This is an optimization exercise on Yosys and OpenROAD, whose aim is small area and few clock cycles per item, not a production implementation.
Function was checked by simulation only, so behaviour that the tests miss may differ from the original.
No activity file was given, so power comes from the tool's default toggle rates.

## flow/config.mk

```make
export PLATFORM = sky130hd
export DESIGN_NAME = threshold_outer_boundary_marker
export DESIGN_NICKNAME = threshold_outer_boundary_marker
export VERILOG_FILES = /design/flow/design.v
export SDC_FILE = /design/flow/constraint.sdc
export NUM_CORES = 4
export LEC_CHECK = 0
export CAP_MARGIN = 35
export CORE_MARGIN = 2
export CORE_UTILIZATION = 40
export CTS_BUF_LIST = sky130_fd_sc_hd__clkbuf_8
export CTS_CLUSTER_SIZE = 40
export PLACE_DENSITY = 0.6
export SLEW_MARGIN = 45
```

## flow/constraint.sdc

```tcl
create_clock -name core_clock -period 8.0 [get_ports {clk}]
set_input_delay 1.6000 -clock core_clock [delete_from_list [all_inputs] [get_ports {clk}]]
set_output_delay 1.6000 -clock core_clock [all_outputs]
set_load 0.01 [all_outputs]
```

## flow/design.v

```verilog
`default_nettype none
package tobm_pkg;
  localparam int MAX_WIDTH  = 1024;
  localparam int COL_W      = $clog2(MAX_WIDTH);
  localparam int IWIDTH_W   = 11;
  localparam int LW         = (COL_W + 1 > IWIDTH_W) ? COL_W + 1 : IWIDTH_W;
  localparam int CH_W       = 8;
  localparam int SUM_W      = 10;
  localparam int THRESH_W   = 10;
  localparam int COLUMN_W   = 10;
  localparam int ROWS_W     = 2;
  localparam int CFG_IDX_W  = 2;
  localparam int CFG_DATA_W = 11;
  localparam logic [THRESH_W-1:0] THRESHOLD_RESET = THRESH_W'(300);
  localparam logic [IWIDTH_W-1:0] WIDTH_RESET     = IWIDTH_W'(650);
  localparam logic [ROWS_W-1:0]   ROWS_FULL       = ROWS_W'(2);
  typedef enum logic [CFG_IDX_W-1:0] {
    REG_SUM_THRESHOLD = CFG_IDX_W'(0),
    REG_IMAGE_WIDTH   = CFG_IDX_W'(1)
  } cfg_reg_t;
  typedef struct packed {
    logic fg;
    logic up;
  } line_bits_t;
  localparam int LINE_BITS_W = 2;   
  typedef struct packed {
    logic [COL_W-1:0] col;
    logic             first_col;
    logic             last_col;
    logic             rows_valid;
    logic             top;
    logic             center;
    logic             upper;
    logic             left;
    logic             right;
  } win_t;
endpackage
`default_nettype wire
`default_nettype none
module tobm_ram #(
  parameter int WIDTH = 3,
  parameter int LEN   = 1
) (
  input  wire logic             clk,
  input  wire logic             en,
  input  wire logic [WIDTH-1:0] din,
  output logic      [WIDTH-1:0] dout
);
  logic [WIDTH-1:0] sr [LEN];
  always_ff @(posedge clk) begin
    if (en) begin
      sr[0] <= din;
      for (int i = 1; i < LEN; i++) begin
        sr[i] <= sr[i-1];
      end
    end
  end
  assign dout = sr[LEN-1];
endmodule
`default_nettype wire
`default_nettype none
import tobm_pkg::*;
module tobm_cfg_regs (
  input  wire logic                    clk,
  input  wire logic                    rst_n,
  input  wire logic                    cfg_valid,
  output logic                         cfg_ready,
  input  wire logic [tobm_pkg::CFG_IDX_W-1:0]  cfg_index,
  input  wire logic [tobm_pkg::CFG_DATA_W-1:0] cfg_data,
  output logic [tobm_pkg::THRESH_W-1:0] sum_threshold,
  output logic [tobm_pkg::COL_W-1:0]    last_col
);
  logic [THRESH_W-1:0] thr_r;
  logic [COL_W-1:0]    wm1_r;
  logic [COL_W-1:0]    wm1_wr;
  assign cfg_ready = 1'b1;
  always_comb begin
    if (cfg_data == '0) begin
      wm1_wr = '0;
    end else if (cfg_data > CFG_DATA_W'(MAX_WIDTH)) begin
      wm1_wr = COL_W'(MAX_WIDTH - 1);
    end else begin
      wm1_wr = COL_W'(cfg_data - CFG_DATA_W'(1));
    end
  end
  always_ff @(posedge clk) begin
    if (!rst_n) begin
      thr_r <= THRESHOLD_RESET;
      wm1_r <= COL_W'(WIDTH_RESET - IWIDTH_W'(1));
    end else if (cfg_valid) begin
      if (cfg_index == REG_SUM_THRESHOLD) thr_r <= cfg_data[THRESH_W-1:0];
      if (cfg_index == REG_IMAGE_WIDTH)   wm1_r <= wm1_wr;
    end
  end
  assign sum_threshold = thr_r;
  assign last_col      = wm1_r;
endmodule
`default_nettype wire
`default_nettype none
import tobm_pkg::*;
module tobm_window (
  input  wire logic                       clk,
  input  wire logic [tobm_pkg::COL_W-1:0] last_col,    
  input  wire logic                       adv,         
  input  wire logic [2:0]                 x_in,        
  output logic      [2:0]                 head,        
  output logic      [2:0]                 next         
);
  localparam int NSEG = COL_W - 1;
  logic [NSEG-1:0] use_seg;
  logic            p_one;
  logic [2:0]      f0_r;
  logic [2:0]      f1_r;
  logic [2:0]      f1_d;
  logic [2:0]      node [NSEG+1];
  logic [2:0]      seg_out [NSEG];
  assign p_one   = (last_col[COL_W-1:1] == '0);
  assign use_seg = last_col[COL_W-1:1] - NSEG'(1);    
  assign node[0] = f0_r;
  for (genvar k = 0; k < NSEG; k++) begin : g_seg
    tobm_ram #(
      .WIDTH (3),
      .LEN   (1 << k)
    ) u_seg (
      .clk  (clk),
      .en   (adv),
      .din  (node[k]),
      .dout (seg_out[k])
    );
    assign node[k+1] = use_seg[k] ? seg_out[k] : node[k];
  end
  assign f1_d = p_one ? x_in : node[NSEG];
  always_ff @(posedge clk) begin
    if (adv) begin
      f0_r <= x_in;
      f1_r <= f1_d;
    end
  end
  assign head = f1_r;
  assign next = f1_d;
endmodule
`default_nettype wire
`default_nettype none
import tobm_pkg::*;
module threshold_outer_boundary_marker (
  input  wire logic clk,
  input  wire logic rst_n,
  input  wire logic                           in_valid,
  output logic                                in_ready,
  input  wire logic [tobm_pkg::CH_W-1:0]      in_red,
  input  wire logic [tobm_pkg::CH_W-1:0]      in_green,
  input  wire logic [tobm_pkg::CH_W-1:0]      in_blue,
  input  wire logic                           in_flush,
  output logic                                out_valid,
  input  wire logic                           out_ready,
  output logic                                out_edge,
  output logic [tobm_pkg::COLUMN_W-1:0]       out_column,
  output logic                                out_frame_end,
  input  wire logic                           cfg_valid,
  output logic                                cfg_ready,
  input  wire logic [tobm_pkg::CFG_IDX_W-1:0]  cfg_index,
  input  wire logic [tobm_pkg::CFG_DATA_W-1:0] cfg_data
);
  logic [THRESH_W-1:0] sum_threshold;
  logic [COL_W-1:0]    last_col;
  logic [SUM_W-1:0]    sum;
  logic                cur;
  logic                in_acc;
  logic                step;
  logic                produce;
  logic                adv;
  logic                edge_nxt;
  logic [COL_W-1:0]    cnt_r;
  logic [ROWS_W-1:0]   rows_r;
  logic                left_r;
  logic                pend_a_r;
  logic                pend_u_r;
  logic [2:0]          head;
  logic [2:0]          next;
  logic [2:0]          x_in;
  logic                odd;
  logic                cen_a;
  logic                cen_u;
  logic                right_fg;
  logic                new_u;
  logic                ea;
  logic                eu;
  logic                oa;
  logic                ou;
  logic                a0;
  logic                a1;
  logic                u0;
  logic                u1;
  logic                first;
  logic                last;
  logic                top;
  logic                rows_valid;
  logic                out_valid_r;
  logic                out_edge_r;
  logic [COLUMN_W-1:0] out_column_r;
  logic                out_frame_end_r;
  tobm_cfg_regs u_cfg_regs (
    .clk           (clk),
    .rst_n         (rst_n),
    .cfg_valid     (cfg_valid),
    .cfg_ready     (cfg_ready),
    .cfg_index     (cfg_index),
    .cfg_data      (cfg_data),
    .sum_threshold (sum_threshold),
    .last_col      (last_col)
  );
  assign first      = (cnt_r == '0);
  assign last       = (cnt_r == last_col);
  assign odd        = cnt_r[0];
  assign rows_valid = (rows_r != '0);
  assign top        = (rows_r == ROWS_W'(1));
  assign in_ready = !out_valid_r || out_ready;
  assign in_acc   = in_valid && in_ready;
  assign step     = in_acc && !(in_flush && !rows_valid);
  assign produce  = step && rows_valid;
  assign adv      = step && (odd || last);
  assign sum = SUM_W'(in_red) + SUM_W'(in_green) + SUM_W'(in_blue);
  assign cur = !in_flush && (sum >= sum_threshold);
  tobm_window u_window (
    .clk      (clk),
    .last_col (last_col),
    .adv      (adv),
    .x_in     (x_in),
    .head     (head),
    .next     (next)
  );
  assign a0       = head[2] && head[1];
  assign a1       = head[2] && head[0];
  assign u0       = !head[2] && head[1];
  assign u1       = !head[2] && head[0];
  assign cen_a    = odd ? a1 : a0;
  assign cen_u    = odd ? u1 : u0;
  assign right_fg = odd ? (next[2] && next[1]) : a1;
  assign new_u = rows_valid && cen_a;
  always_comb begin
    if (odd) begin
      ea = pend_a_r;
      eu = pend_u_r;
      oa = cur;
      ou = new_u;
    end else begin
      ea = cur;
      eu = new_u;
      oa = 1'b0;
      ou = 1'b0;
    end
    if (ea || oa) begin
      x_in = {1'b1, ea, oa};
    end else begin
      x_in = {1'b0, eu, ou};
    end
  end
  always_comb begin
    if (cen_a) begin
      edge_nxt = top || in_flush || first || last;
    end else begin
      edge_nxt = cen_u || cur ||
                 (!first && left_r) || (!last && right_fg);
    end
  end
  always_ff @(posedge clk) begin
    if (!rst_n) begin
      cnt_r       <= '0;
      rows_r      <= '0;
      out_valid_r <= 1'b0;
    end else begin
      if (step) begin
        if (last) begin
          cnt_r <= '0;
          if (in_flush) begin
            rows_r <= '0;
          end else if (rows_r != ROWS_FULL) begin
            rows_r <= rows_r + ROWS_W'(1);
          end
        end else begin
          cnt_r <= cnt_r + COL_W'(1);
        end
      end
      if (produce) begin
        out_valid_r <= 1'b1;
      end else if (out_ready) begin
        out_valid_r <= 1'b0;
      end
    end
  end
  always_ff @(posedge clk) begin
    if (step) begin
      left_r   <= cen_a;
      pend_a_r <= cur;
      pend_u_r <= new_u;
    end
    if (produce) begin
      out_edge_r      <= edge_nxt;
      out_column_r    <= cnt_r;
      out_frame_end_r <= in_flush && last;
    end
  end
  assign out_valid     = out_valid_r;
  assign out_edge      = out_edge_r;
  assign out_column    = out_column_r;
  assign out_frame_end = out_frame_end_r;
endmodule
`default_nettype wire
```

## flow/run.sh

```bash
#!/bin/bash
# synth_recipe.tcl (not shown) runs the flow's synth.tcl, then flattens the netlist and writes it again
# the make line also repeats each setting of config.mk as NAME=value (left out here)
make -C /OpenROAD-flow-scripts/flow DESIGN_CONFIG=/design/flow/config.mk WORK_HOME=/design/flow/orfs CLKGATE_MAP_FILE= SYNTH_SCRIPT=/design/flow/synth_recipe.tcl finish
```

==> reports/results.tsv, run 1 <==
stage	metric	value	unit
run_status	outcome	timing/DRC/antenna clean	
timing	min_period	5730	ps
floorplanning	initial_utilization	40.3	%
clock_network	ctsHoldBuffers	0	
clock_network	post_cts_buffers	0	
synthesis	async_reset_ff_share	0	%
route	routed_wl	64700	µm
timing	setup_tns	0	ps
synthesis	synth_simple_gate_area_share	1.56	%
power_and_ir_drop	power.switching	3.22	mW
global_route	grt_pass1_vias	18800	
worst_setup_path	start_kind	primary input	
timing	setup_viol_count_final	0	
route	via_count	18800	
timing	rsz0062_at_grt	false	
clock_network	htreeDepth	4	
place	dp.final_hpwl	29200	µm
clock_network	cts_resized	0	
timing	fin_skew	36.5	ps
worst_setup_path	worst-path-buf-inv	5	
worst_setup_path	path_delay_family	compound AO/OA/AOI/OAI gates	
timing	fmax	0.175	GHz
route	route.detailed.drc	0	
power_and_ir_drop	p_clk_share	38.1	%
route	via_per_inst	4.55	
worst_setup_path	slowest_stage	clkdlybuf4s50_1	
power_and_ir_drop	comb_power_share	2.0	%
clock_network	cts_tree	built	
synthesis	ys.flop_type	edfxtp_1	
floorplanning	row_count	129	
timing	relSlewSlack	48.3	%
worst_setup_path	end_kind	register	
clock_network	cts_inserted_buffers	226	
route	routedWlPerCell	15.7	µm
floorplanning	core-area	0.124	mm²
synthesis	syn_avg_cell_area	25.0	µm²
timing	period_share	71.6	%
clock_network	clockRootBuffer	clkbuf_8	
route	drt_iter0_drc	1716	
clock_network	clk_pin_slew	60	ps
global_route	grt_remaining_overflow	0	
synthesis	synth_top_area_cell	edfxtp_1	
floorplanning	dieHeight	358	µm
power_and_ir_drop	power.static_leakage	18.3	nW
synthesis	yosysTopAreaCellShare	93.3	%
worst_setup_path	crit_fanout	5	
synthesis	synth-xor-area-share	0.560	%
clock_network	cts_num_sinks	1587	
global_route	grt_max_degree	120	
route	first_pass_iters	5	
worst_setup_path	crit_top_cell	inv_1	
floorplanning	top_level_ports	58	
synthesis	ys_ff_latch	1587	
synthesis	synth-compound-area-share	1.59	%
global_route	antenna_found_initial	1	
floorplanning	die_area	0.128	mm²
worst_setup_path	required	8610	ps
timing	hold_viol	0	
worst_setup_path	path_class	primary input to register	
layout	fin_nets	2367	
worst_setup_path	max_stage_delay	460	ps
route	ant_nets	0	
synthesis	synthDistinctLibCells	64	
power_and_ir_drop	swShare	20.8	%
power_and_ir_drop	p_int	12.3	mW
layout	area_growth	14.4	%
synthesis	synthesis.area	0.0500	mm²
synthesis	synth_area_leaders	edfxtp_1, dfxtp_1, ha_1	
global_route	grt_usage	10.1	%
synthesis	synth_adder_area_share	0.961	%
power_and_ir_drop	power_density	271	mW/mm²
synthesis	yosysSeqAreaShare	94.6	%
job	cap_viol_max_count	0	
synthesis	synth_nets	2078	
place	port_buffers	56	
layout	final_cell_count_no_fill	4128	
clock_network	clock_latency	880	ps
floorplanning	die_w	358	µm
power_and_ir_drop	ir_drop	161	µV
synthesis	synth_cells	2002	
timing	final_max_slew_viol_count	0	
worst_hold_path	hold_path.class	register to register	
power_and_ir_drop	pwr-share-seq	59.9	%
place	dp.cells	3700	
worst_setup_path	arrival	6340	ps
synthesis	muxShareOfSynthArea	0.170	%
timing	tightest_slew	755	ps
layout	layout-drive-gt1-share	13.1	%
global_route	grt_pass1_wl	103000	µm
place	place.gp.congestion	0.786	
synthesis	synth_top_family_by_area	compound AO/OA/AOI/OAI gates	
synthesis	ys.warnings.count	24	
worst_setup_path	path_cells	clkdlybuf4s50_1 -> inv_1 -> fa_1 -> inv_1 -> ha_1 -> inv_1 -> fa_1 -> nor2b_1 -> o21ai_0 -> a21boi_0 -> o21ai_0 -> nand2b_1 -> xor2_1 -> ha_1 -> a21o_1 -> a211oi_1 -> o21ai_0 -> nand2_1 -> inv_1 -> o311a_1 -> a311o_2 -> a41o_1	
clock_network	clk_path_buf_depth	3	
synthesis	synth_edf_count	1554	
==> state kept, by name, indices dropped and copies added (netlist names) <==
register / count
rows_r: 2
out_valid_r: 1
pend_u_r: 1
out_frame_end_r: 1
u_window.f0_r: 3
u_window.g_seg.u_seg.sr: 1533
u_cfg_regs.wm1_r: 10
out_edge_r: 1
pend_a_r: 1
u_window.f1_r: 3
out_column_r: 10
cnt_r: 10
u_cfg_regs.thr_r: 10
left_r: 1
==> power by group through the flow <==
stage	logic (mW)	registers, mW	clock network (mW)
after detailed placement	0.318	9.45	0
after CTS	0.320	9.28	6.19
after global routing	0.356	9.28	6.55
after global placement	0.302	9.45	0
after floorplan	0.214	9.62	0
final	0.317	9.28	5.90
==> cell usage after synthesis (9+ instances only) <==
library cell,number
edfxtp_1,1554
ha_1,24
a21oi_1,31
a21boi_0,10
dfxtp_1,33
clkbuf_1,14
fa_1,9
inv_1,46
nor2_1,35
xor2_1,24
o21ai_0,25
o211ai_1,11
nand2_1,57
==> kinds of logic (layout without fill, tap and decap cells) <==
logic type      count (synthesis)  after routing
xor+xnor                       32             32
simple gates                  156            156
other cells                     1              6
compound gates                119            119
mux                             8              8
fa+ha+maj                      33             33
buf+inv                        66            550
flops                        1587           1587
==> path summary, 6_finish.rpt <==
| check | startpoint | to | slack [ps] | depth (start not counted) |
|---|---|---|---|---|
| setup / recovery | in_red[1] | out_edge_r$_DFFE_PP_ | 2270 | 22 |
| hold / removal | u_window.g_seg[7].u_seg.sr[19][2]$_DFFE_PP_ | u_window.g_seg[7].u_seg.sr[20][2]$_DFFE_PP_ | 380 | 0 |
| setup reg to reg | u_cfg_regs.wm1_r[8]$_SDFFE_PN0P_ | u_window.g_seg[8].u_seg.sr[91][0]$_DFFE_PP_ | 4290 | 7 |
| hold reg to reg | u_window.g_seg[7].u_seg.sr[19][2]$_DFFE_PP_ | u_window.g_seg[7].u_seg.sr[20][2]$_DFFE_PP_ | 380 | 0 |
==> worst register-to-register path, stage by stage, from the launching register on <==
cell and delay [ps]:
dfxtp_1 530, xor2_1 130, nor4_1 300, nand4_1 390, a21oi_4 560, buf_6 260, buf_12 450, buf_12 620
==> per-layer routing <==
| layer | global-route usage, % | up-vias | wire [µm] |
|---|---|---|---|
| met5 | 0 | - | 0 |
| met1 | 15.4 | 9575 | 33100 |
| met4 | 4.59 | 0 | 1740 |
| met3 | 3.05 | 166 | 3420 |
| met2 | 13.1 | 455 | 26400 |
| li1 | - | 8595 | - |
==> placed cells by master, fill, tap and decap left out, drive strengths merged, types with 9 or more instances in the layout <==
cell type and instances:
xor2 24, dfxtp 33, fa 9, edfxtp 1554, ha 24, nand2 57
inv 122, o211ai 11, a21oi 31, clkinv 112, o21ai 28, nor2 35
clkdlybuf4s50 55, a21boi 10, clkbuf 226, buf 25
==> layout make-up <==
class / count / area [µm²]
inverter: 47 / 176
clock buffer: 226 / 3110
timing repair buffer: 80 / 928
antenna: 5 / 12.5
multi-input combinational: 349 / 2460
fill: 10100 / 66700
sequential: 1587 / 47300
clock inverter: 197 / 1150
tap: 1637 / 2050
==> stage by stage <==
stage	util [%]	worst slack, ps	power (mW)	cell area [µm²]	hold slack, ps
floorplan	-	-19420	9.83	50000	400
global placement	42.6	1550	9.75	52800	400
detailed placement	42.7	1450	9.76	52900	405
CTS	46.1	2410	15.8	57200	379
global route	46.2	1970	16.2	57200	391
finish	46.2	2270	15.5	57200	383
Testbench counts, summed over its fixed seeds: cycles 70,032, pixels 70,024.
==> run 2, diff against run 1 <==
--- a/flow/config.mk
+++ b/flow/config.mk
@@ -9,6 +9,7 @@
 export CORE_MARGIN = 2
 export CORE_UTILIZATION = 40
 export CTS_BUF_LIST = sky130_fd_sc_hd__clkbuf_8
-export CTS_CLUSTER_SIZE = 40
+export CTS_CLUSTER_DIAMETER = 60
+export CTS_CLUSTER_SIZE = 20
 export PLACE_DENSITY = 0.6
 export SLEW_MARGIN = 45
==> reports/results.tsv, run 2 <==
stage	metric	value	unit
synthesis	ys.warnings.count	24	
global_route	grt_usage	9.41	%
timing	rsz0062_at_grt	false	
floorplanning	core-area	0.124	mm²
synthesis	synth_nets	2078	
timing	fin_skew	32.5	ps
layout	final_cell_area	0.0547	mm²
global_route	grt_pass1_wl	97400	µm
global_route	antenna_found_initial	2	
clock_network	clockRootBuffer	clkbuf_8	
place	port_buffers	56	
worst_setup_path	required	8510	ps
place	dp.cells	3700	
synthesis	synth_adder_area_share	0.961	%
synthesis	synthesis.area	0.0500	mm²
timing	final_max_slew_viol_count	0	
synthesis	synth_top_family_by_area	compound AO/OA/AOI/OAI gates	
route	drt_iter0_drc	1776	
clock_network	cts_tree	built	
layout	num-fill-cells	10200	
layout	largest_reg_flops	1533	
route	route.detailed.drc	0	
global_route	grt_util_met2	12.7	%
synthesis	synth_top_area_cell	edfxtp_1	
route	routed_wl	61700	µm
floorplanning	top_level_ports	58	
global_route	grt_max_degree	120	
timing	setup_viol_count_final	0	
clock_network	cts_num_sinks	1587	
timing	min_period	5830	ps
timing	fin_ws	2170	ps
timing	fmax	0.171	GHz
place	pre_cts_slack	1450	ps
clock_network	cts_resized	0	
timing	relSlewSlack	46.6	%
worst_setup_path	path_class	primary input to register	
worst_setup_path	worst-path-buf-inv	5	
worst_setup_path	reg2regPathDepth	7	
synthesis	synthDistinctLibCells	64	
worst_setup_path	crit_top_cell	inv_1	
floorplanning	die_area	0.128	mm²
timing	setup_tns	0	ps
timing	period_share	72.9	%
layout	area_growth	9.29	%
layout	largest_register	u_window.g_seg.u_seg.sr	
global_route	top_usage_layer	met1	
route	routedWlPerCell	16.0	µm
worst_setup_path	crit_fanout	5	
route	first_pass_iters	5	
worst_setup_path	start_kind	primary input	
layout	final_cell_count_no_fill	3847	
worst_setup_path	arrival	6340	ps
timing	tightest_slew	780	ps
synthesis	yosysSeqAreaShare	94.6	%
worst_setup_path	path_cells	clkdlybuf4s50_1 -> inv_1 -> fa_1 -> inv_1 -> ha_1 -> inv_1 -> fa_1 -> nor2b_1 -> o21ai_0 -> a21boi_0 -> o21ai_0 -> nand2b_1 -> xor2_1 -> ha_1 -> a21o_1 -> a211oi_1 -> o21ai_0 -> nand2_1 -> inv_1 -> o311a_1 -> a311o_2 -> a41o_1	
synthesis	synth-compound-area-share	1.59	%
power_and_ir_drop	power.static_leakage	16.8	nW
job	cap_viol_max_count	0	
synthesis	synth_cells	2002	
run_status	outcome	timing/DRC/antenna clean	
global_route	groute.layer.met1.usage	15.0	%
synthesis	synth_area_leaders	edfxtp_1, dfxtp_1, ha_1	
worst_setup_path	path_delay_family	compound AO/OA/AOI/OAI gates	
layout	final_common_cell	edfxtp_1	
power_and_ir_drop	ir_drop	154	µV
synthesis	synth-xor-area-share	0.560	%
route	via_per_inst	4.63	
global_route	grt_remaining_overflow	0	
layout	layout-drive-gt1-share	7.85	%
clock_network	clk_path_buf_depth	3	
worst_setup_path	crit_cells	22	
place	place_area	0.0529	mm²
global_route	met3_usage	2.10	%
layout	layout_common_cells	edfxtp_1, clkbuf_8, nand2_1, inv_1, clkdlybuf4s50_1	
place	place.gp.congestion	0.786	
power_and_ir_drop	power_density	241	mW/mm²
clock_network	post_cts_buffers	0	
layout	fin_nets	2237	
power_and_ir_drop	totalPowerFinal	13.2	mW
worst_setup_path	slowest_stage	clkdlybuf4s50_1	
synthesis	syn_avg_cell_area	25.0	µm²
floorplanning	initial_utilization	40.3	%
synthesis	ys_ff_latch	1587	
timing	hold_viol	0	
synthesis	synth_common_cells	edfxtp_1, nand2_1, inv_1	
global_route	grt_pass1_vias	17400	
synthesis	async_reset_ff_share	0	%
synthesis	synth_edf_count	1554	
synthesis	yosysTopAreaCellShare	93.3	%
worst_hold_path	hold_path_depth	0	
synthesis	yosysMostFrequentCell	edfxtp_1	
worst_setup_path	end_kind	register	
route	via_count	17800	
synthesis	synth_simple_gate_area_share	1.56	%
worst_hold_path	hold_path.class	register to register	
synthesis	muxShareOfSynthArea	0.170	%
place	dp.final_hpwl	29200	µm
clock_network	ctsHoldBuffers	0	
route	ant_nets	0	
worst_setup_path	max_stage_delay	460	ps
floorplanning	row_count	129	
clock_network	clock_latency	740	ps
clock_network	clk_pin_slew	120	ps
floorplanning	dieHeight	358	µm
clock_network	cts_inserted_buffers	96	
clock_network	htreeDepth	3	
floorplanning	die_w	358	µm
synthesis	ys.flop_type	edfxtp_1	
-- run 2: cell types whose count changed in the layout (fill, tap and decap cells not counted), sizes merged --
cell / before / now
clkbuf: 226 / 98
clkinv: 112 / 11
inv: 122 / 68
clkinvlp: 2 / 8
bufinv: 8 / 3
diode: 5 / 6
-- run 2: through the flow --
stage               util, %  hold WS [ps]
floorplan                 -           400
global placement       42.6           400
detailed placement     42.7           405
CTS                    44.1           408
global route           44.1           413
finish                 44.1           410
-- run 2: metal layers --
layer / share of wire [%] / vias to the layer above
met3: 4.5 / 117
met4: 2.2 / 0
li1: - / 8162
met5: 0 / -
met1: 52 / 9250
met2: 41 / 295
-- run 2: final cells by class --
type / instances / area, µm² / area share (%)
repair buffers: 80 / 928 / 1.70
clock inverters: 43 / 360 / 0.659
inverters: 47 / 176 / 0.323
clock buffers: 98 / 1350 / 2.47
diodes: 6 / 15.0 / 0.0275
multi-input cells: 349 / 2460 / 4.50
well taps: 1637 / 2050 / 3.75
flip-flops and latches: 1587 / 47300 / 86.6
-- run 2: path summary, 6_finish.rpt --
| path | slack, ps | endpoint | startpoint |
|---|---|---|---|
| worst max-delay path | 2170 | out_edge_r$_DFFE_PP_ | in_red[1] |
| worst min-delay path | 410 | u_window.g_seg[6].u_seg.sr[3][0]$_DFFE_PP_ | u_window.g_seg[6].u_seg.sr[2][0]$_DFFE_PP_ |
| worst max register to register | 4310 | u_window.g_seg[8].u_seg.sr[78][0]$_DFFE_PP_ | u_cfg_regs.wm1_r[8]$_SDFFE_PN0P_ |
| worst min register to register | 410 | u_window.g_seg[6].u_seg.sr[3][0]$_DFFE_PP_ | u_window.g_seg[6].u_seg.sr[2][0]$_DFFE_PP_ |
-- run 2: power by group --
part	total [mW]	leakage, nW	internal (mW)	switching [mW]
Combinational	0.317	1.58	0.108	0.209
Clock	3.59	0.895	1.27	2.32
Sequential	9.26	14.3	9.21	0.0509
Total	13.2	16.8	10.6	2.58
-- run 2: cells by family after synthesis --
kind of cell    count (synthesis)
other cells                     1
flops                        1587
compound gates                119
simple gates                  156
buf+inv                        66
mux                             8
fa+ha+maj                      33
xor+xnor                       32
==> run 3, diff against run 2 <==
--- a/flow/config.mk
+++ b/flow/config.mk
@@ -8,8 +8,5 @@
 export CAP_MARGIN = 35
 export CORE_MARGIN = 2
 export CORE_UTILIZATION = 40
-export CTS_BUF_LIST = sky130_fd_sc_hd__clkbuf_8
-export CTS_CLUSTER_DIAMETER = 60
-export CTS_CLUSTER_SIZE = 20
 export PLACE_DENSITY = 0.6
 export SLEW_MARGIN = 45
==> reports/results.tsv, run 3 <==
stage	metric	value	unit
clock_network	clk_path_buf_depth	3	
power_and_ir_drop	power_density	281	mW/mm²
worst_setup_path	arrival	6350	ps
clock_network	ctsHoldBuffers	0	
route	ant_nets	0	
layout	final_common_cell	edfxtp_1	
synthesis	ys.flop_type	edfxtp_1	
timing	rsz0062_at_grt	false	
clock_network	cts_resized	0	
floorplanning	core-area	0.124	mm²
route	route.detailed.drc	0	
power_and_ir_drop	power.static_leakage	18.2	nW
layout	area_growth	15.0	%
route	routedWlPerCell	16.0	µm
layout	layout_common_cells	edfxtp_1, clkbuf_16, nand2_1, clkdlybuf4s50_1, inv_1	
route	routed_wl	63400	µm
global_route	grt_remaining_overflow	0	
synthesis	synth_nets	2078	
timing	relSlewSlack	51.0	%
timing	fmax	0.170	GHz
layout	largest_reg_flops	1533	
global_route	grt_usage	9.86	%
worst_setup_path	crit_fanout	5	
global_route	grt_max_degree	120	
floorplanning	die_area	0.128	mm²
layout	num_antenna_cells	0	
route	via_count	18300	
synthesis	synth_edf_count	1554	
worst_setup_path	end_kind	register	
floorplanning	row_count	129	
route	first_pass_iters	5	
place	place.gp.congestion	0.786	
layout	largest_register	u_window.g_seg.u_seg.sr	
clock_network	htreeDepth	4	
floorplanning	top_level_ports	58	
worst_setup_path	path_class	primary input to register	
floorplanning	dieHeight	358	µm
layout	fin_nets	2289	
timing	setup_tns	0	ps
synthesis	synthDistinctLibCells	64	
route	drt_iter0_drc	1894	
job	cap_viol_max_count	0	
synthesis	synth_area_leaders	edfxtp_1, dfxtp_1, ha_1	
synthesis	yosysMostFrequentCell	edfxtp_1	
synthesis	synth_common_cells	edfxtp_1, nand2_1, inv_1	
power_and_ir_drop	totalPowerFinal	16.2	mW
floorplanning	die_w	358	µm
clock_network	post_cts_buffers	0	
clock_network	clock_latency	720	ps
timing	final_max_slew_viol_count	0	
worst_setup_path	start_kind	primary input	
synthesis	ys_ff_latch	1587	
synthesis	ys.warnings.count	24	
clock_network	clockRootBuffer	clkbuf_16	
layout	layout-drive-gt1-share	10.9	%
synthesis	yosysTopAreaCellShare	93.3	%
route	via_per_inst	4.62	
timing	tightest_slew	717	ps
place	port_buffers	56	
run_status	outcome	timing/DRC/antenna clean	
synthesis	synth_top_area_cell	edfxtp_1	
worst_setup_path	required	8480	ps
place	dp.final_hpwl	29200	µm
clock_network	cts_num_sinks	1587	
timing	hold_viol	0	
synthesis	synthesis.area	0.0500	mm²
global_route	grt_pass1_vias	18200	
synthesis	async_reset_ff_share	0	%
timing	setup_viol_count_final	0	
worst_setup_path	r2r_slack	4330	ps
timing	period_share	73.4	%
clock_network	clk_pin_slew	60	ps
clock_network	cts_tree	built	
global_route	antenna_found_initial	0	
synthesis	yosysSeqAreaShare	94.6	%
synthesis	syn_avg_cell_area	25.0	µm²
worst_hold_path	hold_path.class	register to register	
power_and_ir_drop	ir_drop	190	µV
floorplanning	initial_utilization	40.3	%
clock_network	cts_inserted_buffers	148	
timing	min_period	5870	ps
global_route	grt_pass1_wl	101000	µm
timing	fin_skew	28.6	ps
synthesis	synth_cells	2002	
run 3: cell counts after synthesis:
Identical to the previous run, type by type.
run 3: path summary, 6_finish.rpt:
path,startpoint,end,depth (start not counted)
max,in_red[1],out_edge_r$_DFFE_PP_,22
min,u_window.g_seg[7].u_seg.sr[105][2]$_DFFE_PP_,u_window.g_seg[7].u_seg.sr[106][2]$_DFFE_PP_,0
max reg2reg,u_cfg_regs.wm1_r[6]$_SDFFE_PN0P_,u_window.g_seg[8].u_seg.sr[238][2]$_DFFE_PP_,7
min reg2reg,u_window.g_seg[7].u_seg.sr[105][2]$_DFFE_PP_,u_window.g_seg[7].u_seg.sr[106][2]$_DFFE_PP_,0
run 3: cell type report:
class | count | area [µm²]
clock buffers | 183 | 3930
clock inverters | 81 | 667
fillers | 9981 | 66400
inverters | 47 | 176
multi-input cells | 349 | 2460
flip-flops and latches | 1587 | 47300
well taps | 1637 | 2050
repair buffers | 80 | 928
run 3: cells by family after synthesis:
group	share of synthesized area (%)
xor+xnor	0.560
mux	0.170
compound gates	1.59
buf+inv	0.538
simple gates	1.56
fa+ha+maj	0.961
other cells	0.00750
flops	94.6
run 3: through the flow:
| step | hold WS (ps) | utilization (%) | cells | setup WS, ps | instance area [µm²] |
|---|---|---|---|---|---|
| 3_5_place_dp | 405 | 42.7 | 3700 | 1450 | 52900 |
| 2_1_floorplan | 400 | - | 2002 | -19420 | 50000 |
| 5_1_grt | 415 | 46.4 | 3964 | 1790 | 57500 |
| 4_1_cts | 404 | 46.4 | 3964 | 2220 | 57500 |
| 6_report | 405 | 46.4 | 3964 | 2130 | 57500 |
| 3_3_place_gp | 400 | 42.6 | 3696 | 1550 | 52800 |
run 3: power by group:
group          switching, mW  internal [mW]  leakage [nW]
clock                   2.90           3.69          2.27
combinational          0.208          0.108          1.58
sequential            0.0509           9.22          14.3
total                   3.15           13.0          18.2
run 3: critical path, cell delays in order:
cell,delay (ps)
clkdlybuf4s50_1,460
inv_1,50
fa_1,460
inv_1,70
ha_1,160
inv_1,50
fa_1,390
nor2b_1,130
o21ai_0,120
a21boi_0,250
o21ai_0,110
nand2b_1,110
xor2_1,170
ha_1,260
a21o_1,160
a211oi_1,360
o21ai_0,150
nand2_1,190
inv_1,110
o311a_1,360
a311o_2,380
a41o_1,220
run 3: metal layers:
metal | track usage [%] | routed length, µm
met1 | 15.2 | 32500
met2 | 13.1 | 25900
met3 | 2.63 | 3070
met4 | 4.21 | 1910
met5 | 0 | 0
==> run 4, diff against run 3 <==
--- a/flow/config.mk
+++ b/flow/config.mk
@@ -8,5 +8,8 @@
 export CAP_MARGIN = 35
 export CORE_MARGIN = 2
 export CORE_UTILIZATION = 40
+export CTS_BUF_LIST = sky130_fd_sc_hd__clkbuf_4
+export CTS_CLUSTER_DIAMETER = 30
+export CTS_CLUSTER_SIZE = 10
 export PLACE_DENSITY = 0.6
 export SLEW_MARGIN = 45
==> reports/results.tsv, run 4 <==
stage	metric	value	unit
clock_network	post_cts_buffers	0	
global_route	grt_max_degree	120	
timing	period_share	68.7	%
worst_setup_path	r2r_end	u_window.g_seg[8].u_seg.sr[79][0]$_DFFE_PP_	
worst_setup_path	endpoint	out_edge_r$_DFFE_PP_	
timing	final_max_slew_viol_count	0	
synthesis	yosysMostFrequentCell	edfxtp_1	
global_route	grt_pass1_vias	19300	
power_and_ir_drop	comb_power_share	2.1	%
global_route	antenna_found_initial	2	
worst_setup_path	end_kind	register	
clock_network	htreeDepth	5	
route	via_per_inst	4.56	
global_route	grt_remaining_overflow	0	
synthesis	synth_nets	2078	
power_and_ir_drop	power.static_leakage	18.1	nW
timing	relSlewSlack	49.1	%
floorplanning	die_area	0.128	mm²
synthesis	synth_top_area_cell	edfxtp_1	
timing	fin_ws	2510	ps
worst_setup_path	max_stage_delay	460	ps
global_route	grt_usage	10.1	%
layout	area_growth	13.8	%
synthesis	synth_edf_count	1554	
timing	setup_tns	0	ps
run_status	outcome	timing/DRC/antenna clean	
worst_setup_path	reg2regPathDepth	7	
worst_setup_path	startpoint	in_red[1]	
layout	post-route-util	45.9	%
worst_setup_path	crit_fanout	5	
clock_network	cts_inserted_buffers	275	
clock_network	clock_latency	1120	ps
clock_network	clk_pin_slew	90	ps
floorplanning	top_level_ports	58	
power_and_ir_drop	pwr-share-seq	60.0	%
clock_network	cts_num_sinks	1587	
place	dp.final_hpwl	29200	µm
layout	final_common_cell	edfxtp_1	
layout	multi_input_area	0.00246	mm²
clock_network	cts_tree	built	
global_route	grt_pass1_wl	104000	µm
layout	largest_register	u_window.g_seg.u_seg.sr	
floorplanning	dieHeight	358	µm
worst_setup_path	r2r_start	u_cfg_regs.wm1_r[8]$_SDFFE_PN0P_	
synthesis	yosysTopAreaCellShare	93.3	%
synthesis	synthesis.area	0.0500	mm²
route	routed_wl	64900	µm
floorplanning	die_w	358	µm
timing	fin_skew	95.6	ps
synthesis	ys.flop_type	edfxtp_1	
power_and_ir_drop	power_density	271	mW/mm²
synthesis	synth_area_leaders	edfxtp_1, dfxtp_1, ha_1	
worst_hold_path	hold_path.class	register to register	
synthesis	synthDistinctLibCells	64	
synthesis	ys.warnings.count	24	
layout	largest_reg_flops	1533	
timing	min_period	5490	ps
layout	num-fill-cells	10100	
worst_setup_path	r2r_slack	4350	ps
route	route.detailed.drc	0	
worst_setup_path	path_class	primary input to register	
worst_setup_path	path_cells	clkdlybuf4s50_1 -> inv_1 -> fa_1 -> inv_1 -> ha_1 -> inv_1 -> fa_1 -> nor2b_1 -> o21ai_0 -> a21boi_0 -> o21ai_0 -> nand2b_1 -> xor2_1 -> ha_1 -> a21o_1 -> a211oi_1 -> o21ai_0 -> nand2_1 -> inv_1 -> o311a_1 -> a311o_2 -> a41o_1	
synthesis	yosysSeqAreaShare	94.6	%
place	place_area	0.0529	mm²
route	routedWlPerCell	15.6	µm
route	first_pass_iters	5	
worst_setup_path	arrival	6330	ps
worst_setup_path	crit_top_cell	inv_1	
layout	final_cell_area	0.0569	mm²
worst_setup_path	start_kind	primary input	
synthesis	synth_cells	2002	
synthesis	async_reset_ff_share	0	%
timing	setup_viol_count_final	0	
timing	rsz0062_at_grt	false	
job	cap_viol_max_count	0	
synthesis	ys_ff_latch	1587	
synthesis	synth_common_cells	edfxtp_1, nand2_1, inv_1	
clock_network	clockRootBuffer	clkbuf_4	
synthesis	syn_avg_cell_area	25.0	µm²
layout	layout-drive-gt1-share	18.7	%
power_and_ir_drop	p_clk_share	38.0	%
power_and_ir_drop	swShare	20.6	%
timing	hold_viol	0	
clock_network	clk_path_buf_depth	4	
layout	area.sequential	0.0473	mm²
clock_network	cts_resized	0	
place	pre_cts_slack	1450	ps
power_and_ir_drop	p_int	12.3	mW
clock_network	ctsHoldBuffers	0	
floorplanning	initial_utilization	40.3	%
power_and_ir_drop	ir_drop	130	µV
route	drt_iter0_drc	1719	
layout	layout_common_cells	edfxtp_1, clkbuf_4, nand2_1, clkdlybuf4s50_1, inv_1	
floorplanning	row_count	129	
route	ant_nets	0	
layout	fin_nets	2416	
floorplanning	core-area	0.124	mm²
route	via_count	19000	
timing	fmax	0.182	GHz
power_and_ir_drop	power.switching	3.19	mW
timing	tightest_slew	745	ps
place	place.gp.congestion	0.786	
worst_setup_path	required	8840	ps
place	port_buffers	56	
worst_setup_path	slowest_stage	clkdlybuf4s50_1	
[run 4: cell counts after synthesis]
No cell type changed its count.
[run 4: worst max-delay path, delay by kind of cell]
kind            cells  cell delay (ps)
simple gates        3              430
buf+inv             5              740
xor+xnor            1              170
fa+ha+maj           4             1270
compound gates      9             2100
[run 4: worst min path at each step]
stage                                                       from                                      endpoint  slack [ps]  cells past startpoint
floorplan             u_window.g_seg[1].u_seg.sr[0][0]$_DFFE_PP_    u_window.g_seg[1].u_seg.sr[1][0]$_DFFE_PP_         400                      0
global placement     u_window.g_seg[6].u_seg.sr[39][2]$_DFFE_PP_   u_window.g_seg[6].u_seg.sr[40][2]$_DFFE_PP_         400                      0
detailed placement    u_window.g_seg[3].u_seg.sr[4][1]$_DFFE_PP_    u_window.g_seg[3].u_seg.sr[5][1]$_DFFE_PP_         400                      0
CTS                 u_window.g_seg[8].u_seg.sr[243][2]$_DFFE_PP_  u_window.g_seg[8].u_seg.sr[244][2]$_DFFE_PP_         340                      0
global route        u_window.g_seg[8].u_seg.sr[243][2]$_DFFE_PP_  u_window.g_seg[8].u_seg.sr[244][2]$_DFFE_PP_         370                      0
finish              u_window.g_seg[8].u_seg.sr[243][2]$_DFFE_PP_  u_window.g_seg[8].u_seg.sr[244][2]$_DFFE_PP_         370                      0
[run 4: cell type report]
cell class                      count  area share, %
Sequential cell                  1587           83.2
Multi-Input combinational cell    349           4.33
Clock buffer                      304           4.01
Tap cell                         1637           3.60
Clock inverter                    156           2.94
Timing Repair Buffer               80           1.63
Inverter                           47          0.310
Antenna cell                        2        0.00880
[run 4: metal layers]
layer | vias up | part of all wire, % | track usage (%)
met5 | - | 0 | 0
met4 | 0 | 2.5 | 4.52
met3 | 152 | 5.5 | 3.44
met2 | 435 | 41 | 13.1
met1 | 9622 | 51 | 15.2
li1 | 8754 | - | -
[run 4: cells by family after synthesis]
family / Yosys count / synth area share [%]
and+or+nand+nor: 156 / 1.56
DFF: 1587 / 94.6
adders and majority gates: 33 / 0.961
xor gates and xnor gates: 32 / 0.560
muxes: 8 / 0.170
other: 1 / 0.00750
buffers and inverters: 66 / 0.538
AOI/OAI and AO/OA: 119 / 1.59
[run 4: metrics by stage]
stage | hold slack [ps] | cells | power [mW]
CTS | 337 | 4160 | 15.7
detailed placement | 405 | 3700 | 9.76
global placement | 400 | 3696 | 9.75
finish | 366 | 4162 | 15.4
global route | 366 | 4162 | 16.2
floorplan | 400 | 2002 | 9.83
[run 4: power by group through the flow]
| stage | combinational (mW) | clock, mW | sequential [mW] |
|---|---|---|---|
| after floorplan | 0.214 | 0 | 9.62 |
| after global placement | 0.302 | 0 | 9.45 |
| after detailed placement | 0.318 | 0 | 9.45 |
| after CTS | 0.320 | 6.16 | 9.26 |
| after global routing | 0.356 | 6.54 | 9.28 |
| final | 0.318 | 5.86 | 9.26 |
==> run 5, diff against run 4 <==
--- a/flow/design.v
+++ b/flow/design.v
@@ -39,23 +39,30 @@
 `default_nettype none
 module tobm_ram #(
   parameter int WIDTH = 3,
-  parameter int LEN   = 1
+  parameter int M     = 4,
+  parameter int NGRP  = 1
 ) (
   input  wire logic             clk,
-  input  wire logic             en,
+  input  wire logic             shift,
   input  wire logic [WIDTH-1:0] din,
   output logic      [WIDTH-1:0] dout
 );
-  logic [WIDTH-1:0] sr [LEN];
-  always_ff @(posedge clk) begin
-    if (en) begin
-      sr[0] <= din;
-      for (int i = 1; i < LEN; i++) begin
-        sr[i] <= sr[i-1];
+  logic [WIDTH-1:0] sr [NGRP*M];
+  logic [WIDTH-1:0] gin [NGRP];
+  for (genvar g = 0; g < NGRP; g++) begin : g_grp
+    if (g == 0) begin : g_first
+      assign gin[g] = din;
+    end else begin : g_next
+      assign gin[g] = sr[g*M-1];
+    end
+    always_ff @(posedge clk) begin
+      sr[g*M] <= shift ? gin[g] : sr[g*M+M-1];
+      for (int i = 1; i < M; i++) begin
+        sr[g*M+i] <= sr[g*M+i-1];
       end
     end
   end
-  assign dout = sr[LEN-1];
+  assign dout = sr[NGRP*M-1];
 endmodule
 `default_nettype wire
 `default_nettype none
@@ -100,44 +107,121 @@
 import tobm_pkg::*;
 module tobm_window (
   input  wire logic                       clk,
+  input  wire logic                       rst_n,
   input  wire logic [tobm_pkg::COL_W-1:0] last_col,    
   input  wire logic                       adv,         
-  input  wire logic [2:0]                 x_in,        
+  input  wire logic [2:0]                 x_new,       
   output logic      [2:0]                 head,        
   output logic      [2:0]                 next         
 );
-  localparam int NSEG = COL_W - 1;
-  logic [NSEG-1:0] use_seg;
-  logic            p_one;
+  localparam int M    = 4;
+  localparam int H    = M + 1;
+  localparam int NROT = 7;                  
+  localparam int LW_  = $clog2(M);
+  logic [8:0]      half;                    
+  logic            p_small;
+  logic [8:0]      sel;                     
+  logic            plain;
+  logic            shift;
+  logic [LW_-1:0]  rot_r;
+  logic [LW_-1:0]  lag_r;
+  logic [2:0]      pend_r [M-1];
+  logic [2:0]      x_in;
   logic [2:0]      f0_r;
-  logic [2:0]      f1_r;
-  logic [2:0]      f1_d;
-  logic [2:0]      node [NSEG+1];
-  logic [2:0]      seg_out [NSEG];
-  assign p_one   = (last_col[COL_W-1:1] == '0);
-  assign use_seg = last_col[COL_W-1:1] - NSEG'(1);    
-  assign node[0] = f0_r;
-  for (genvar k = 0; k < NSEG; k++) begin : g_seg
+  logic [2:0]      e1_r;
+  logic [2:0]      e2_r [2];
+  logic [2:0]      n1;
+  logic [2:0]      n2;
+  logic [2:0]      rnode [NROT+1];
+  logic [2:0]      rout [NROT];
+  logic [2:0]      h_r [H];
+  logic [2:0]      h_d [H];
+  assign half  = last_col[COL_W-1:1];
+  assign p_small = (half < 9'd5);
+  assign sel   = half - 9'd5;
+  assign plain = p_small || (sel[8:2] == '0);
+  assign shift = plain ? adv : ((rot_r == '0) && ((lag_r != '0) || adv));
+  assign x_in  = (lag_r != '0) ? pend_r[0] : x_new;
+  always_ff @(posedge clk) begin
+    if (!rst_n) begin
+      rot_r <= '0;
+      lag_r <= '0;
+    end else begin
+      if (!shift) begin
+        rot_r <= rot_r + LW_'(1);
+      end
+      if (shift && !adv) begin
+        lag_r <= lag_r - LW_'(1);
+      end else if (!shift && adv) begin
+        lag_r <= lag_r + LW_'(1);
+      end
+    end
+  end
+  always_ff @(posedge clk) begin
+    for (int i = 0; i < M-1; i++) begin
+      if (shift && (lag_r != '0)) begin
+        if (adv && (LW_'(i + 1) == lag_r)) begin
+          pend_r[i] <= x_new;
+        end else if (i < M-2) begin
+          pend_r[i] <= pend_r[(i < M-2) ? i + 1 : i];
+        end
+      end else if (!shift && adv && (LW_'(i) == lag_r)) begin
+        pend_r[i] <= x_new;
+      end
+    end
+  end
+  assign n1 = sel[0] ? e1_r : f0_r;
+  assign n2 = sel[1] ? e2_r[1] : n1;
+  always_ff @(posedge clk) begin
+    if (shift) begin
+      f0_r    <= x_in;
+      e1_r    <= f0_r;
+      e2_r[0] <= n1;
+      e2_r[1] <= e2_r[0];
+    end
+  end
+  assign rnode[0] = n2;
+  for (genvar k = 0; k < NROT; k++) begin : g_rot
     tobm_ram #(
       .WIDTH (3),
-      .LEN   (1 << k)
+      .M     (M),
+      .NGRP  ((4 << k) / M)
     ) u_seg (
-      .clk  (clk),
-      .en   (adv),
-      .din  (node[k]),
-      .dout (seg_out[k])
+      .clk   (clk),
+      .shift (shift),
+      .din   (rnode[k]),
+      .dout  (rout[k])
     );
-    assign node[k+1] = use_seg[k] ? seg_out[k] : node[k];
+    assign rnode[k+1] = sel[k+2] ? rout[k] : rnode[k];
+  end
+  always_comb begin
+    for (int i = 0; i < H; i++) begin
+      if (p_small && (half == 9'(H - 1 - i))) begin
+        h_d[i] = x_in;
+      end else if (i == 0) begin
+        h_d[i] = rnode[NROT];
+      end else begin
+        h_d[i] = h_r[(i > 0) ? i - 1 : 0];
+      end
+    end
   end
-  assign f1_d = p_one ? x_in : node[NSEG];
   always_ff @(posedge clk) begin
-    if (adv) begin
-      f0_r <= x_in;
-      f1_r <= f1_d;
+    if (shift) begin
+      for (int i = 0; i < H; i++) begin
+        h_r[i] <= h_d[i];
+      end
+    end
+  end
+  always_comb begin
+    head = h_r[H-1];
+    next = h_r[H-2];
+    for (int k = 1; k < M; k++) begin
+      if (lag_r == LW_'(k)) begin
+        head = h_r[H-1-k];
+        next = h_r[H-2-k];
+      end
     end
   end
-  assign head = f1_r;
-  assign next = f1_d;
 endmodule
 `default_nettype wire
 `default_nettype none
@@ -223,9 +307,10 @@
   assign cur = !in_flush && (sum >= sum_threshold);
   tobm_window u_window (
     .clk      (clk),
+    .rst_n    (rst_n),
     .last_col (last_col),
     .adv      (adv),
-    .x_in     (x_in),
+    .x_new    (x_in),
     .head     (head),
     .next     (next)
   );
--- a/flow/config.mk
+++ b/flow/config.mk
@@ -8,8 +8,8 @@
 export CAP_MARGIN = 35
 export CORE_MARGIN = 2
 export CORE_UTILIZATION = 40
-export CTS_BUF_LIST = sky130_fd_sc_hd__clkbuf_4
-export CTS_CLUSTER_DIAMETER = 30
-export CTS_CLUSTER_SIZE = 10
+export CTS_BUF_LIST = sky130_fd_sc_hd__clkbuf_8
+export CTS_CLUSTER_DIAMETER = 50
+export CTS_CLUSTER_SIZE = 16
 export PLACE_DENSITY = 0.6
 export SLEW_MARGIN = 45
==> reports/results.tsv, run 5 <==
stage	metric	value	unit
run_status	outcome	timing/DRC/antenna clean	
clock_network	cts_num_sinks	1612	
timing	setup_tns	0	ps
timing	setup_viol_count_final	0	
synthesis	ys.flop_type	dfxtp_1	
floorplanning	dieHeight	323	µm
synthesis	synth_top_area_cell	dfxtp_1	
layout	area_growth	10.8	%
synthesis	ys.warnings.count	35	
floorplanning	die_area	0.104	mm²
route	routedWlPerCell	12.0	µm
timing	fmax	0.179	GHz
layout	final_cell_count_no_fill	4817	
worst_setup_path	path_class	primary input to register	
power_and_ir_drop	power.static_leakage	19.0	nW
clock_network	clockRootBuffer	clkbuf_8	
synthesis	synth_nets	3375	
timing	rsz0062_at_grt	false	
timing	final_max_slew_viol_count	0	
worst_setup_path	end_kind	register	
floorplanning	top_level_ports	58	
power_and_ir_drop	ir_drop	163	µV
worst_setup_path	required	8540	ps
layout	largest_reg_flops	1524	
clock_network	cts_inserted_buffers	133	
clock_network	htreeDepth	4	
place	place.gp.congestion	0.784	
synthesis	yosysMostFrequentCell	dfxtp_1	
layout	top_regs	u_window.g_rot.u_seg.sr x1524, u_window.h_r x15	
timing	tightest_slew	875	ps
global_route	grt_pass1_wl	97600	µm
place	pre_cts_slack	1590	ps
route	via_per_inst	4.19	
timing	relSlewSlack	41.6	%
timing	fin_ws	2420	ps
place	dp.final_hpwl	32000	µm
synthesis	synth_cells	3288	
worst_setup_path	slowest_stage	fa_1	
global_route	grt_pass1_vias	20000	
synthesis	synthesis.area	0.0407	mm²
synthesis	yosysTopAreaCellShare	76.8	%
layout	num-fill-cells	9388	
timing	period_share	69.8	%
layout	final_common_cell	dfxtp_1	
floorplanning	row_count	117	
worst_setup_path	start_kind	primary input	
layout	fin_nets	3473	
worst_hold_path	hold_path.class	register to register	
synthesis	synth_common_cells	dfxtp_1, nand2_1, buf_2	
timing	fin_hold_ws	308	ps
synthesis	synth_edf_count	51	
worst_setup_path	max_stage_delay	460	ps
route	route.detailed.drc	0	
clock_network	ctsHoldBuffers	0	
synthesis	synth_area_leaders	dfxtp_1, nand2_1, edfxtp_1	
power_and_ir_drop	power_density	313	mW/mm²
layout	largest_register	u_window.g_rot.u_seg.sr	
power_and_ir_drop	totalPowerFinal	14.1	mW
clock_network	clk_path_buf_depth	3	
layout	layout_common_cells	dfxtp_1, nand2_1, clkbuf_8, inv_1, clkdlybuf4s50_1	
clock_network	cts_resized	0	
clock_network	cts_tree	built	
route	drt_iter0_drc	974	
global_route	grt_remaining_overflow	0	
clock_network	clk_pin_slew	90	ps
floorplanning	core-area	0.101	mm²
place	dp.cells	4619	
synthesis	yosysSeqAreaShare	80.5	%
timing	hold_viol	0	
timing	min_period	5580	ps
worst_setup_path	path_cells	clkdlybuf4s50_1 -> inv_1 -> fa_1 -> inv_1 -> ha_1 -> inv_1 -> fa_1 -> nor2b_1 -> o21ai_0 -> a21boi_0 -> o21ai_0 -> nand2b_1 -> xor2_1 -> ha_1 -> a21o_1 -> a21o_1 -> a221oi_1 -> a21o_1 -> a21oi_1 -> mux2_2 -> mux2_2	
clock_network	post_cts_buffers	0	
synthesis	syn_avg_cell_area	12.4	µm²
synthesis	async_reset_ff_share	0	%
worst_setup_path	arrival	6120	ps
synthesis	synthDistinctLibCells	59	
job	cap_viol_max_count	0	
floorplanning	initial_utilization	40.2	%
route	ant_nets	0	
global_route	antenna_found_initial	2	
clock_network	clock_latency	790	ps
synthesis	ys_ff_latch	1612	
global_route	grt_max_degree	155	
layout	layout-drive-gt1-share	6.82	%
route	first_pass_iters	4	
route	routed_wl	57800	µm
place	port_buffers	56	
timing	fin_skew	32.6	ps
global_route	grt_usage	11.4	%
floorplanning	die_w	323	µm
worst_setup_path	crit_fanout	7	
route	via_count	20200	
## run 5: changes by cell type in the layout (fill, tap and decap cells not counted), moves of 17 or more
cell        before   now
dfxtp_1         33  1561
edfxtp_1      1554    51
nand2_1         57  1145
clkbuf_4       304     0
clkbuf_8         0   144
clkinv_1        33     0
bufinv_16       31     3
clkinv_2        33    11
clkinvlp_4      25     8
## run 5: stage by stage
stage                     util, %  cell area (µm²)
after CTS                    44.5            45100
after global placement       42.0            42600
after detailed placement     42.1            42600
after floorplan                 -            40700
final                        44.5            45100
after global routing         44.5            45100
## run 5: critical path, delay by kind of cell
kind	cells	cell delay, ps
multiplexers	2	620
AND/OR/NAND/NOR	2	230
AO/OA/AOI/OAI	8	1580
adder cells (fa/ha/maj)	4	1290
buffers and inverters	4	630
XOR/XNOR	1	150
## run 5: per-layer routing
metal  track usage, %  routed length (µm)  part of all wire [%]
met1             15.7               29900                    52
met2             17.0               24400                    42
met3             2.83                2040                   3.5
met4             4.84                1560                   2.7
met5                0                   0                     0
## run 5: path summary, 6_finish.rpt
path / from / endpoint / slack, ps / depth (start not counted)
max: in_red[1] / u_window.h_r[2][0]$_DFFE_PP_ / 2420 / 21
min: u_window.g_rot[6].u_seg.sr[130][2]$_DFF_P_ / u_window.g_rot[6].u_seg.sr[131][2]$_DFF_P_ / 310 / 0
max reg2reg: u_cfg_regs.wm1_r[1]$_SDFFE_PN0P_ / u_window.lag_r[1]$_SDFFE_PN0P_ / 3520 / 13
min reg2reg: u_window.g_rot[6].u_seg.sr[130][2]$_DFF_P_ / u_window.g_rot[6].u_seg.sr[131][2]$_DFF_P_ / 310 / 0
## run 5: logic make-up (layout without fill, tap and decap cells)
group           Yosys count  in the layout  share of synthesized area (%)
other cells               1              4                        0.00921
simple gates           1260           1260                           12.2
flops                  1612           1612                           80.5
buf+inv                 156            314                           1.70
xor+xnor                 40             40                          0.861
fa+ha+maj                45             45                           1.54
mux                      31             31                          0.882
compound gates          143            143                           2.30
## run 5: layout make-up
type                       instances  area [µm²]  area share [%]
antenna                            3        7.51          0.0167
clock buffer                     144        1980            4.40
clock inverter                    51         462            1.02
inverter                          52         208           0.461
multi-input combinational       1520        7250            16.1
sequential                      1612       32800            72.7
tap                             1368        1710            3.80
timing repair buffer              67         683            1.52
## run 5: where the power goes
part           internal, mW  switching [mW]  leakage (nW)
combinational         0.280           0.783          4.71
sequential             8.58           0.168          13.1
clock                  1.80            2.52          1.27
total                  10.7            3.47          19.0
Testbench counts of run 5, summed over its fixed seeds: cycles 70,032, pixels 70,024.
==> run 6, diff against run 5 <==
--- a/flow/config.mk
+++ b/flow/config.mk
@@ -8,8 +8,5 @@
 export CAP_MARGIN = 35
 export CORE_MARGIN = 2
 export CORE_UTILIZATION = 40
-export CTS_BUF_LIST = sky130_fd_sc_hd__clkbuf_8
-export CTS_CLUSTER_DIAMETER = 50
-export CTS_CLUSTER_SIZE = 16
 export PLACE_DENSITY = 0.6
 export SLEW_MARGIN = 45
==> reports/results.tsv, run 6 <==
stage	metric	value	unit
run_status	outcome	timing/DRC/antenna clean	
layout	layout_common_cells	dfxtp_1, nand2_1, clkbuf_16, clkdlybuf4s50_1	
route	routedWlPerCell	12.1	µm
place	dp.final_hpwl	32000	µm
synthesis	synth_common_cells	dfxtp_1, nand2_1, buf_2	
global_route	antenna_found_initial	1	
floorplanning	core-area	0.101	mm²
worst_setup_path	end_kind	register	
synthesis	yosysMostFrequentCell	dfxtp_1	
layout	fin_nets	3491	
global_route	grt_max_degree	155	
layout	final_cell_count_no_fill	4892	
power_and_ir_drop	ir_drop	188	µV
timing	fin_hold_ws	301	ps
clock_network	ctsHoldBuffers	0	
synthesis	ys_ff_latch	1612	
worst_setup_path	crit_fanout	7	
layout	area.sequential	0.0328	mm²
timing	final_max_slew_viol_count	0	
layout	top_regs	u_window.g_rot.u_seg.sr x1524, u_window.h_r x15	
global_route	grt_pass1_vias	20500	
clock_network	cts_inserted_buffers	151	
layout	largest_reg_flops	1524	
clock_network	clk_path_buf_depth	3	
floorplanning	row_count	117	
place	port_buffers	56	
worst_setup_path	reg2regPathDepth	13	
job	cap_viol_max_count	0	
worst_setup_path	start_kind	primary input	
place	pre_cts_slack	1590	ps
timing	setup_tns	0	ps
floorplanning	die_w	323	µm
power_and_ir_drop	p_clk_share	42.6	%
clock_network	post_cts_buffers	0	
power_and_ir_drop	totalPowerFinal	17.1	mW
worst_hold_path	hold_path_depth	0	
timing	min_period	5650	ps
synthesis	synth_edf_count	51	
layout	final_common_cell	dfxtp_1	
clock_network	clock_latency	740	ps
place	place.gp.congestion	0.784	
synthesis	ys.flop_type	dfxtp_1	
timing	rsz0062_at_grt	false	
clock_network	htreeDepth	4	
worst_setup_path	arrival	6130	ps
power_and_ir_drop	power_density	358	mW/mm²
worst_setup_path	r2r_slack	3540	ps
worst_setup_path	path_class	primary input to register	
timing	fmax	0.177	GHz
layout	final_cell_area	0.0479	mm²
clock_network	clk_pin_slew	60	ps
timing	period_share	70.6	%
timing	tightest_slew	823	ps
synthesis	synthDistinctLibCells	59	
floorplanning	dieHeight	323	µm
route	routed_wl	59200	µm
floorplanning	die_area	0.104	mm²
layout	num-fill-cells	9067	
power_and_ir_drop	p_int	13.2	mW
place	dp.cells	4619	
synthesis	synth_nets	3375	
power_and_ir_drop	power.switching	3.90	mW
synthesis	yosysSeqAreaShare	80.5	%
route	via_count	20500	
global_route	grt_remaining_overflow	0	
layout	area_growth	17.7	%
synthesis	synth_cells	3288	
place	place_area	0.0426	mm²
route	first_pass_iters	5	
layout	largest_register	u_window.g_rot.u_seg.sr	
layout	post-route-util	47.3	%
clock_network	cts_num_sinks	1612	
power_and_ir_drop	power.static_leakage	20.3	nW
route	ant_nets	0	
synthesis	synth_area_leaders	dfxtp_1, nand2_1, edfxtp_1	
route	via_per_inst	4.19	
worst_hold_path	hold_path.class	register to register	
power_and_ir_drop	pwr-share-seq	51.2	%
timing	hold_viol	0	
clock_network	clockRootBuffer	clkbuf_16	
clock_network	cts_tree	built	
route	route.detailed.drc	0	
synthesis	synthesis.area	0.0407	mm²
synthesis	synth_top_area_cell	dfxtp_1	
power_and_ir_drop	swShare	22.7	%
synthesis	async_reset_ff_share	0	%
global_route	grt_usage	11.7	%
route	drt_iter0_drc	988	
floorplanning	initial_utilization	40.2	%
synthesis	syn_avg_cell_area	12.4	µm²
floorplanning	top_level_ports	58	
worst_setup_path	required	8480	ps
clock_network	cts_resized	0	
timing	relSlewSlack	44.3	%
layout	layout-drive-gt1-share	8.15	%
timing	setup_viol_count_final	0	
global_route	grt_pass1_wl	100000	µm
timing	fin_skew	29.4	ps
layout	multi_input_area	0.00725	mm²
power_and_ir_drop	comb_power_share	6.2	%
timing	fin_ws	2350	ps
synthesis	ys.warnings.count	35	
synthesis	yosysTopAreaCellShare	76.8	%
-- run 6: final timing paths --
| path | from | to |
|---|---|---|
| worst max register to register | u_cfg_regs.wm1_r[1]$_SDFFE_PN0P_ | u_window.lag_r[1]$_SDFFE_PN0P_ |
| worst min register to register | u_window.g_rot[6].u_seg.sr[237][1]$_DFF_P_ | u_window.g_rot[6].u_seg.sr[238][1]$_DFF_P_ |
| worst min-delay path | u_window.g_rot[6].u_seg.sr[237][1]$_DFF_P_ | u_window.g_rot[6].u_seg.sr[238][1]$_DFF_P_ |
| worst max-delay path | in_red[1] | u_window.h_r[2][0]$_DFFE_PP_ |
-- run 6: layout make-up --
| cell class | instances | share of cell area (%) |
|---|---|---|
| Sequential cell | 1612 | 68.5 |
| Multi-Input combinational cell | 1520 | 15.1 |
| Clock buffer | 212 | 9.18 |
| Tap cell | 1368 | 3.57 |
| Clock inverter | 59 | 1.78 |
| Timing Repair Buffer | 67 | 1.43 |
| Inverter | 52 | 0.434 |
| Antenna cell | 2 | 0.0105 |
-- run 6: power by group through the flow --
stage / Clock [mW] / Combinational (mW) / Sequential (mW)
floorplan: 0 / 0.817 / 8.87
global placement: 0 / 1.07 / 8.93
detailed placement: 0 / 1.09 / 8.94
CTS: 7.52 / 1.09 / 8.77
global route: 7.86 / 1.21 / 8.81
finish: 7.30 / 1.06 / 8.77
-- run 6: logic make-up after synthesis --
logic type               share of synthesized area (%)
AND/OR/NAND/NOR                                   12.2
adder cells (fa/ha/maj)                           1.54
AO/OA/AOI/OAI                                     2.30
other                                          0.00921
flip-flops                                        80.5
multiplexers                                     0.882
buffers and inverters                             1.70
XOR/XNOR                                         0.861
-- run 6: per-layer routing --
layer  part of all wire (%)  vias to the layer above  wire [µm]  global-route usage [%]
met5                      0                        -          0                       0
met4                    2.9                        0       1700                    5.17
met3                    3.8                      131       2230                    2.94
met2                     42                      267      25000                    17.5
met1                     51                     9574      30300                    16.0
li1                       -                    10500          -                       -
-- run 6: critical path: stages --
cell and delay, ps:
clkdlybuf4s50_1 450, inv_1 50, fa_1 460, inv_1 70, ha_1 170, inv_1 60, fa_1 400, nor2b_1 120
o21ai_0 100, a21boi_0 240, o21ai_0 110, nand2b_1 110, xor2_1 150, ha_1 260, a21o_1 180, a21o_1 160
a221oi_1 270, a21o_1 330, a21oi_1 180, mux2_2 350, mux2_2 280

-- static timing again, ports no longer ideal --
The results above use ideal ports. As a check the final layouts listed here were re-extracted and re-timed, cells and wires unchanged. Step 1: set_driving_cell puts a clkbuf_16 on clk and a buf_2 on each other input, an assumption about the parent block. Step 2 times the ports against the registers' clock, not the clock port: input delays grow and output delays shrink by t, the midpoint of the rising clock arrivals with the driver on. a / b / c = no drivers / after step 1 / after step 2; a / b = the first two.
| run | shift t [ns] | setup slack, ns | worst setup path at the end |
|---|---|---|---|
| run 1 | 0.921 | 2.274 / 2.311 / 1.389 | input to register |
| run 2 | 0.793 | 2.168 / 2.204 / 1.411 | input to register |
| run 3 | 0.786 | 2.132 / 2.176 / 1.390 | input to register |
| run 4 | 1.136 | 2.508 / 2.543 / 1.407 | input to register |
| run 5 | 0.839 | 2.418 / 2.452 / 1.613 | input to register |
| run 6 | 0.783 | 2.349 / 2.387 / 1.604 | input to register |
After both steps setup and hold are still met in every run listed. For run 4, which loses most, drivers alone change the setup slack by +0.035 ns; drivers and shift together by -1.101 ns.
